Source: an optimization exercise on an open RTL-to-GDS flow (aim: small area, a short achievable clock period and few clock cycles per item). Production flows keep margins and buffers that such runs may drop. Function was checked by simulation only, so behaviour that the tests miss may differ from the original. Power figures rest on the tool's default switching activity, not on a simulated workload.

Design interval_set_union_query_top, start of the top module:
module interval_set_union_query_top (
  input  logic                    clk,
  input  logic                    rst_n,
  input  logic                    in_valid,
  output logic                    in_ready,
  input  logic [1:0]              in_operation,
  input  logic [19:0]             in_range_low,
  input  logic [19:0]             in_range_high,
  input  logic [19:0]             in_probe_key,
  input  logic [4:0]              in_entry_index,
  output logic                    out_valid,
  input  logic                    out_ready,
  output logic                    out_hit,
  output logic [19:0]             out_entry_low,
  output logic [19:0]             out_entry_high,
  output logic                    out_entry_valid,
  output logic [5:0]              out_interval_count,
  output logic [1:0]              out_status
);
Size: about 1700 flip-flops, ~120 I/O pins.
Settings: LEC_CHECK=0, CAP_MARGIN=20, CELL_PAD_IN_SITES_DETAIL_PLACEMENT=1, CELL_PAD_IN_SITES_GLOBAL_PLACEMENT=1, CORE_MARGIN=2, CORE_UTILIZATION=25, GPL_ROUTABILITY_DRIVEN=1, GPL_TIMING_DRIVEN=1, PLACE_DENSITY=0.42, SETUP_SLACK_MARGIN=4, SLEW_MARGIN=20, TNS_END_PERCENT=5; clock period 8.0 ns.
run.sh (not shown) runs the stock make flow with config.mk's settings and CLKGATE_MAP_FILE= SYNTH_SCRIPT=/design/flow/synth_recipe.tcl, a recipe that flattens the netlist after the stock synthesis.
Testbench counts at the start, summed over its fixed seeds: cycles 12,495, items 12,000.
Change:
--- a/flow/design.v
+++ b/flow/design.v
@@ -262,38 +262,22 @@
     .wr_low(b_lo), .wr_high(b_hi),
     .bef(c_bef), .aft(c_aft), .lo_lt(c_lo), .hi_gt(c_hi),
     .lo_load, .lo_left, .lo_right, .hi_load, .hi_left, .hi_right,
     .sel(sel_idx), .rd_low, .rd_high
   );
   logic n_bef, n_aft, n_lo, n_hi, n_rev;
   isuq_lt u_rev   (.a(h_hi), .b(h_lo), .lt(n_rev));
   isuq_lt u_p_bef (.a(b_hi), .b(h_q),  .lt(n_bef));
   isuq_lt u_p_aft (.a(h_p),  .b(b_lo), .lt(n_aft));
   isuq_lt u_p_lo  (.a(b_lo), .b(h_lo), .lt(n_lo));
   isuq_lt u_p_hi  (.a(h_hi), .b(b_hi), .lt(n_hi));
-  function automatic logic [5:1] run_of(input logic [N-1:0] vb, input logic [N-1:0] va);
-    logic [N-1:0] ab;
-    logic [5:1]   rr;
-    ab = ~vb & ~va;
-    rr = '0;
-    for (int i = 0; i < N; i++) begin
-      logic r;
-      r = 1'b1;
-      for (int j = 1; j <= 5; j++) begin
-        if (i + j - 1 < N) r = r && ab[(i + j - 1 < N) ? i + j - 1 : 0];
-        else r = 1'b0;
-        rr[j] = rr[j] || r;
-      end
-    end
-    run_of = rr;
-  endfunction
   logic          u_grow, u_one, u_shrink, u_part, u_clear;
   logic [N-1:0]  u_fst, u_past;              
   logic [N-1:0]  bef, aft, lo_lt, hi_gt;
   always_comb begin
     for (int i = 0; i < N; i++) begin
       logic ufst, upast;
       logic [3:0] prv, cur, nxt;
       ufst  = u_fst[i];
       upast = u_past[i];
       cur = {v_bef[i], v_aft[i], v_lo[i], v_hi[i]};
       prv = (i > 0) ? {v_bef[(i > 0) ? i - 1 : 0], v_aft[(i > 0) ? i - 1 : 0],
@@ -324,22 +308,36 @@
   logic          o_hit_r, o_ev_r;
   logic [KW-1:0] o_lo_r, o_hi_r;
   logic [1:0]    o_st_r;
   logic [N-1:0]  fst, past;
   logic          any, two, three, full, is_ins, ins_ok, exec, consume, ev;
   logic          grow, one, shrink, part;
   assign fst  = ~bef & {bef[N-2:0], 1'b1};    
   assign past = ~{bef[N-2:0], 1'b1};           
   logic [5:1]    run;                           
   logic          vb_f, va_f, vb_f1, va_f1, ab_f, ab_f1, bef_m, aft_m, m_abs;
   logic          gone_f, gone_f1;
+  logic [N-1:0]  v_abs;
+  assign v_abs = ~v_bef & ~v_aft;
+  always_comb begin
+    run = '0;
+    for (int i = 0; i < N; i++) begin
+      logic r;
+      r = 1'b1;
+      for (int j = 1; j <= 5; j++) begin
+        if (i + j - 1 < N) r = r && v_abs[(i + j - 1 < N) ? i + j - 1 : 0];
+        else r = 1'b0;
+        run[j] = run[j] || r;
+      end
+    end
+  end
   assign vb_f  = |(u_fst & v_bef);
   assign va_f  = |(u_fst & v_aft);
   assign vb_f1 = |(u_fst & (v_bef >> 1));
   assign va_f1 = |(u_fst & ({1'b1, v_aft[N-1:1]}));
   assign ab_f  = !vb_f && !va_f;
   assign ab_f1 = !vb_f1 && !va_f1;
   assign bef_m = p_bef && (u_grow || (u_one && vb_f) || (u_shrink && vb_f1));
   assign aft_m = p_aft && (u_grow || va_f);
   assign m_abs = (u_grow || u_one || u_shrink) && !bef_m && !aft_m;
   assign gone_f  = (u_one || u_shrink) && ab_f;      
   assign gone_f1 = (u_shrink || u_part) && ab_f1;
@@ -402,27 +400,25 @@
       end else if (out_ready) begin
         ov_r <= 1'b0; o_v_r <= 1'b0;
       end
       u_grow <= grow; u_one <= one; u_shrink <= shrink; u_part <= part;
       u_clear <= exec && (b_op == OP_CLEAR);
     end
     u_fst  <= fst;
     u_past <= past;
     if (b_take) begin
       b_op <= h_op; b_rev <= n_rev; b_lo <= h_lo; b_hi <= h_hi; b_idx <= h_idx;
       v_bef <= c_bef; v_aft <= c_aft; v_lo <= c_lo; v_hi <= c_hi;
-      run   <= run_of(c_bef, c_aft);
       p_bef <= n_bef; p_aft <= n_aft; p_lo <= n_lo; p_hi <= n_hi;
     end else begin
       v_bef <= bef; v_aft <= aft; v_lo <= lo_lt; v_hi <= hi_gt;
-      run   <= run_of(bef, aft);
     end
     if (consume) begin
       o_cnt_r <= count_nxt;
       o_hit_r <= (b_op == OP_QUERY) && any;
       o_ev_r  <= ev;
       o_lo_r  <= ev ? rd_low  : '0;
       o_hi_r  <= ev ? rd_high : '0;
       o_st_r  <= (b_op == OP_INSERT && b_rev) ? ST_REVERSED :
                  (is_ins && full) ? ST_FULL : ST_OK;
     end
   end
Outcome: Via count falls by 9.3%. Final area came out lower by 6.4%. Area after synthesis falls by 5.6%. Register-to-register slack degrades by 0.06 ns. Clock-buffer cell count goes down by 28. Clock skew rises by 0.045 ns. Worst setup slack got worse by 0.059 ns. Sequential cell count went down by 5. Global-route usage is lower by 1.5 points. Clock power decreases by about 6%. Power went up by 7.9%. Routed wire length fell by 9.7%. First-iteration DRC count fell by 1.4%.
Testbench counts after the change, summed over its fixed seeds: cycles 12,495, items 12,000.

-- port drivers added, routing unchanged --
The flow's constraints put no driver on any port. The routed layouts listed below were extracted and timed again, unchanged, in two steps.
Step 1: set_driving_cell puts a clkbuf_16 on clk and a buf_2 on each other input, an assumption about the parent block.
Step 2, shift: input delay + t, output delay - t, t = (earliest + latest rising clock arrival at the registers) / 2. This alone moves slack from input paths to output paths.
Slacks: no drivers / after step 1 / after step 2; pairs: no drivers / after step 1.
run | t (ns) | slack for setup (ns) | worst hold slack (ns) | worst setup path after step 2 | pins driven straight from the clock port
the first run | 1.138 | 3.026 / 3.026 / 2.388 | 0.430 / 0.430 / 0.430 | input to register | 1
the second run | 1.130 | 2.967 / 2.967 / 2.116 | 0.413 / 0.413 / 0.413 | input to register | 1
After both steps setup and hold are still met in every run listed. The setup slack of the second run, which loses most, moves by 0.000 ns with the drivers and by -0.851 ns with both steps.
